Background: an optimization exercise with open tools, aiming at small area, a short achievable clock period and few clock cycles. Do not read the settings as production practice.
Only simulation tests tie the RTL to the original design; equivalence was not proved.
Power is estimated from default activity; no workload was simulated.

==> design/flow/design.v <==
`timescale 1ns/1ps
`default_nettype none
package mem_pkg;
  typedef logic [31:0] addr_t;
  typedef logic [31:0] word_t;
  typedef logic [7:0]  byte_t;
  typedef logic [1:0]  size_t;
  localparam logic [1:0] IO_SELECT = 2'b11;  
endpackage
`default_nettype wire
`timescale 1ns/1ps
`default_nettype none
module mem_unit (
  input  logic                   clk_in,
  input  logic                   rst_in,
  input  logic                   rdy_in,
  input  logic                   fetch_en,
  input  mem_pkg::addr_t         fetch_addr,
  output logic                   fetch_done,
  output mem_pkg::word_t         fetch_data,
  input  logic                   load_en,
  input  mem_pkg::addr_t         load_addr,
  input  mem_pkg::size_t         load_size,
  output logic                   load_done,
  output mem_pkg::word_t         load_data,
  input  logic                   store_en,
  input  mem_pkg::addr_t         store_addr,
  input  mem_pkg::size_t         store_size,
  input  mem_pkg::word_t         store_data,
  output logic                   store_done,
  input  logic                   flush_in,
  input  logic                   io_buffer_full,
  input  mem_pkg::byte_t         mem_din,
  output mem_pkg::byte_t         mem_dout,
  output mem_pkg::addr_t         mem_a,
  output logic                   mem_wr
);
  logic        f_out;       
  logic        s_val;       
  logic [15:0] sw;
  logic [2:0]  fc;
  logic [1:0]  fl;
  logic [31:0] fa;          
  logic        fdin;        
  logic [1:0]  fdl;
  logic        f_sub;       
  logic        d_busy;      
  logic        d_st;        
  logic [17:0] d_q;         
  logic [1:0]  d_idx;       
  logic [1:0]  d_last;      
  logic [31:0] sd;          
  logic [31:0] la;          
  logic        ldin;        
  logic [1:0]  ldl;
  logic        d_req;
  logic        d_own;       
  logic [17:0] c_da;
  logic [1:0]  c_idx, c_last, req_last;
  logic        c_st;
  logic        c_io;
  logic        stall;
  logic        d_go;        
  logic        f_match;
  logic [15:0] c_sw;
  logic [2:0]  c_fc;
  logic        c_out;
  logic        f_go;        
  assign d_req    = load_en | store_en;
  assign d_own    = d_busy | load_en;    
  assign req_last = load_en ? (load_size == 2'd0 ? 2'd0 : load_size == 2'd1 ? 2'd1 : 2'd3)
                            : (store_size == 2'd0 ? 2'd0 : store_size == 2'd1 ? 2'd1 : 2'd3);
  assign c_da     = d_busy ? d_q    : load_addr[17:0];
  assign c_idx    = d_busy ? d_idx  : 2'd0;
  assign c_last   = d_busy ? d_last : req_last;
  assign c_st     = d_busy && d_st;
  assign c_io     = (c_da[17:16] == mem_pkg::IO_SELECT);
  assign stall    = c_st && c_io && io_buffer_full;
  assign d_go     = d_own && !stall;
  assign f_match  = s_val && (fetch_addr[17:2] == sw);
  assign c_sw     = (fetch_en && !f_match) ? fetch_addr[17:2] : sw;
  assign c_fc     = (fetch_en && !f_match) ? 3'd0 : fc;
  assign c_out    = fetch_en || (f_out && !flush_in);
  assign f_go     = !d_own && !c_fc[2] && (c_out || s_val);
  assign mem_a    = {14'd0, d_own ? c_da : {c_sw, fl}};
  assign mem_dout = sd[7:0];
  assign mem_wr   = rdy_in && d_own && c_st && !stall;
  always_comb
  begin
    for (int j = 0; j < 4; j++)
    begin
      fetch_data[8*j +: 8] = (f_sub && fdl == j) ? mem_din : fa[8*j +: 8];
      load_data[8*j +: 8]  = (ldin && ldl == j) ? mem_din : la[8*j +: 8];
      if (j > d_last)
        load_data[8*j +: 8] = 8'd0;
    end
  end
  always_ff @(posedge clk_in)
  begin
    if (fdin)
      fa[8*fdl +: 8] <= mem_din;
    if (ldin)
      la[8*ldl +: 8] <= mem_din;
  end
  always_ff @(posedge clk_in)
  begin
    if (rst_in)
    begin
      f_out      <= 1'b0;
      s_val      <= 1'b0;
      fc         <= 3'd0;
      fdin       <= 1'b0;
      f_sub      <= 1'b0;
      ldin       <= 1'b0;
      d_busy     <= 1'b0;
      fetch_done <= 1'b0;
      load_done  <= 1'b0;
      store_done <= 1'b0;
    end
    else if (!rdy_in)
    begin
      fdin  <= 1'b0;
      f_sub <= 1'b0;
      ldin  <= 1'b0;
    end
    else
    begin
      fetch_done <= 1'b0;
      load_done  <= 1'b0;
      store_done <= 1'b0;
      ldin       <= 1'b0;
      if (d_req)
      begin
        d_st   <= store_en;
        d_last <= req_last;
      end
      if (store_en)
      begin
        d_q        <= store_addr[17:0];
        d_idx      <= 2'd0;
        sd         <= store_data;
        d_busy     <= 1'b1;
        store_done <= (req_last == 2'd0) && (store_addr[17:16] != mem_pkg::IO_SELECT);
      end
      if (d_own)
      begin
        d_q   <= c_da;
        d_idx <= c_idx;
        d_busy <= 1'b1;
        if (d_go)
        begin
          d_q   <= c_da + 18'd1;
          d_idx <= c_idx + 2'd1;
          if (c_st)
            sd  <= sd >> 8;
          ldin  <= !c_st;
          ldl   <= c_idx;
          if (c_idx == c_last)
          begin
            d_busy     <= 1'b0;
            load_done  <= !c_st;
            store_done <= c_st && c_io;
          end
          else if (c_st && !c_io && c_idx + 2'd1 == c_last)
            store_done <= 1'b1;
        end
      end
      fdin  <= f_go;
      f_sub <= f_go && c_out && c_fc == 3'd2 + 3'd1;
      fdl   <= fl;
      if (f_go)
        fl <= fl + 2'd1;
      if (fetch_en)
        s_val <= 1'b1;
      if (c_out && (c_fc[2] || (f_go && c_fc == 3'd3)))
      begin
        fetch_done <= 1'b1;
        f_out      <= 1'b0;
        sw         <= c_sw + 16'd1;
        fc         <= 3'd0;
      end
      else
      begin
        f_out <= c_out;
        sw    <= c_sw;
        fc    <= c_fc + {2'd0, f_go};
      end
    end
  end
endmodule
`default_nettype wire
==> design/flow/run.sh <==
#!/bin/bash
# synth_recipe.tcl (not shown) runs the flow's synth.tcl, then flattens the netlist and writes it again
# the make line also repeats each setting of config.mk as NAME=value (left out here)
make -C /OpenROAD-flow-scripts/flow DESIGN_CONFIG=/design/flow/config.mk WORK_HOME=/design/flow/orfs CLKGATE_MAP_FILE= SYNTH_SCRIPT=/design/flow/synth_recipe.tcl finish
==> design/flow/config.mk <==
export PLATFORM = sky130hd
export DESIGN_NAME = mem_unit
export DESIGN_NICKNAME = mem_unit
export VERILOG_FILES = /design/flow/design.v
export SDC_FILE = /design/flow/constraint.sdc
export NUM_CORES = 4
export LEC_CHECK = 0
export CAP_MARGIN = 20
export CORE_MARGIN = 2
export CORE_UTILIZATION = 40
export SLEW_MARGIN = 20
==> design/flow/constraint.sdc <==
create_clock -name core_clock -period 5.0 [get_ports {clk_in}]
set_input_delay 1.0000 -clock core_clock [delete_from_list [all_inputs] [get_ports {clk_in}]]
set_output_delay 1.0000 -clock core_clock [all_outputs]
set_load 0.01 [all_outputs]
==> impl_metrics.ini <==
[outcome]
status = finished clean

[global_route]
grt.overflow.total = 0
antenna_found_initial = 0
grt_max_degree = 57
grt_pass1_vias = 7045
grt_pass1_wl_um = 38200
grt_util_all_layers_pct = 19.8

[power]
pwr-share-seq_pct = 45.5
p_clk_share_pct = 37.4
p_sw_mw = 0.924
switching_share_pct = 27.8
ir_drop_uv = 214
power.density_mw_per_mm2 = 271
p_int_mw = 2.40
combPwrFrac_pct = 17.1
power_leakage_nw = 4.64

[sta]
skew_ps = 12.8
final_max_slew_viol_count = 0
fin_crit_ps = 4650
tns_ps = 0
setup_ws_ps = 353
setup_violations = 0
maxSlewHeadroom_pct = 30.1
period_share_pct = 92.9
hold_slack_ps = 460
rsz0062_at_grt = no
max_freq_ghz = 0.215
hold_violations = 0
worstMarginPinSlew_ps = 1050

[logic_synthesis]
synth_edf_count = 141
synthTopCellsByArea = edfxtp_1 (45%), mux2i_1 (6.3%), mux2_2 (5.8%)
ys.flop_type = edfxtp_1
synthCells = 1000
synth_top_area_share_pct = 44.6
yosys.area.top_type = edfxtp_1
synth_seq_cells = 153
synthDistinctLibCells = 49
async_flop_share_pct = 0
ys_warn_count = 1
yosysSeqAreaShare_pct = 47.2
syn_area_mm2 = 0.00948
postSynthAreaPerCell_um2 = 9.48

[layout]
nFillCells = 2188
syn2layout_area_growth_pct = 29.3
drive_above_1_share_pct = 9.46
fin_area_mm2 = 0.0123
seqCellArea_mm2 = 0.00448
layoutNonFillerInstCount = 1505
multiInputGateArea_mm2 = 0.00442
final_nets = 1337

[routing]
first_pass_iters = 5
drtIter0Drc = 453
routedWlPerCell_um = 16.7
totalWireLength_um = 25100
drc = 0
vias = 7711
antenna_left = 0
viasPerCell = 5.12

[setup_path]
crit_required_ps = 4000
cp_data_arrival_time_ps = 3650
crit_type = in2out
crit_path_start_kind = input pin
cp-end-kind = primary output
ff2ff_path_depth = 13
path_max_fanout = 26

[job]
maxCapViolations = 0

[placement]
dp_hpwl_um = 17800
io_buffers = 197
place_congestion = 0.850
pre_cts_ws_ps = 367
placed_cells = 1471
dpl_cell_area_mm2 = 0.0117

[floorplanning]
io_pins = 256
start_util_pct = 40.5
fp.dieH_um = 158
dieArea_mm2 = 0.0250
fp.coreArea_mm2 = 0.0234
die_x_um = 158
num_rows = 56

[hold_path]
hp-class = reg2reg
hold_depth = 2

[cts]
cts_max_level = 4
clk_latency_ps = 430
numCtsBuffers = 17
cts_tree = yes
clock_sinks = 153
postCtsSetupBuffers = 0
cts-root-buf = clkbuf_16
cts-hold-fix-buffers = 0
clockBufferDepth = 2
cts.repair.resized = 0
clk_pin_slew_ps = 70
-- cell usage after synthesis, drive strengths merged (8+ instances only) --
library cell,number
nand2,141
nand3,59
and2,12
xor2,27
xnor2,20
inv,78
a21oi,63
mux2i,60
and3,10
clkbuf,38
o21ai,98
buf,36
edfxtp,141
a21boi,9
dfxtp,12
nor2,64
nor3,8
ha,18
mux2,50
-- stage by stage --
step                power [mW]  utilization [%]
floorplan                 1.84                -
global route              3.46             52.4
detailed placement        2.11             50.0
CTS                       3.36             52.3
global placement          2.10             50.0
finish                    3.33             52.4
-- cells in the final DEF (no fill, tap or decap), types with 5 or more instances in the layout --
master | Yosys | routed
xnor2_1 | 20 | 20
dfxtp_1 | 12 | 11
a21oi_1 | 63 | 62
clkbuf_16 | 0 | 17
buf_4 | 22 | 14
conb_1 | 1 | 14
inv_6 | 0 | 6
nor2_1 | 64 | 63
nand4_1 | 6 | 6
nand2_1 | 141 | 141
inv_1 | 77 | 76
a21boi_0 | 9 | 9
nor3_1 | 7 | 7
o22ai_1 | 5 | 5
and3_1 | 10 | 10
and2_1 | 12 | 12
ha_1 | 18 | 18
xor2_1 | 27 | 27
mux2i_1 | 60 | 60
nand3_1 | 59 | 59
clkdlybuf4s50_1 | 0 | 196
o21ai_0 | 96 | 96
edfxtp_1 | 141 | 141
mux2_2 | 49 | 49
-- state kept, by name (all words and copies together) (netlist names), 2 cells and up --
name    count
sw         16
d_last      2
sd         32
d_q        18
ldl         2
fa         32
d_idx       2
fc          3
la         32
fdl         2
fl          2
-- logic make-up after synthesis --
| logic type | Yosys count | synth area share, % |
|---|---|---|
| compound gates | 189 | 10.8 |
| other cells | 1 | 0.0395 |
| mux | 110 | 12.3 |
| simple gates | 330 | 16.0 |
| flops | 153 | 47.2 |
| xor+xnor | 47 | 4.34 |
| fa+ha+maj | 18 | 2.37 |
| buf+inv | 152 | 6.99 |
-- final timing paths --
kind	from	to	slack (ps)
worst max register to register	sw[5]	sw[6]	1810
worst min register to register	f_out	f_out	460
worst max-delay path	fetch_addr[9]	mem_a[4]	350
worst min-delay path	f_out	f_out	460
-- worst max-delay path, stage by stage --
cell and delay, ps:
clkdlybuf4s50_1 480, xor2_1 190, nor4_1 330, nand3_1 220
o21ai_2 230, buf_12 210, mux2i_1 340, a21oi_1 150
clkdlybuf4s50_1 490
-- cell type report --
type                       instances  area share [%]
timing repair buffer             213            17.2
clock inverter                    15            1.08
clock buffer                      17            3.47
antenna                            2          0.0408
multi-input combinational        708            36.0
sequential                       153            36.5
tap                              319            3.26
inverter                          78            2.39
-- power by group through the flow --
stage / registers, mW / logic, mW / clock network, mW
final: 1.51 / 0.568 / 1.25
after floorplan: 1.53 / 0.314 / 0
after global placement: 1.54 / 0.563 / 0
after detailed placement: 1.54 / 0.568 / 0
after CTS: 1.51 / 0.571 / 1.27
after global routing: 1.52 / 0.622 / 1.32
-- layer usage --
layer / global-route usage [%] / wire length (um) / vias up
met5: 0 / 0 / -
met4: 6.78 / 524 / 0
met3: 3.37 / 1320 / 28
met2: 29.8 / 11400 / 234
met1: 28.8 / 11900 / 3638
li1: - / - / 3811
Testbench counts, summed over its fixed seeds: cycles 64,403.

==> static timing again, ports no longer ideal <==
No port has a modelled driver above. Below, the same layout with a new extraction and two added sets of constraints.
Step 1 assumes that a clkbuf_16 drives the clock port and a buf_2 every other input.
Step 2 moves the port delays by t, midway between the first and last clock arrival at a register: inputs arrive t later, outputs are due t later. That takes back most of the time a late clock gives input paths.
a / b / c = no drivers / after step 1 / after step 2; a / b = the first two.
shift t [ns]: 0.469
setup WS [ns]: 0.353 / 0.332 / 0.332
hold slack, ns: 0.460 / 0.460 / 0.460
worst setup path at the end: input to output
After both steps setup and hold are still met in this run. For this run, drivers alone change the setup slack by -0.021 ns; drivers and shift together by -0.021 ns.
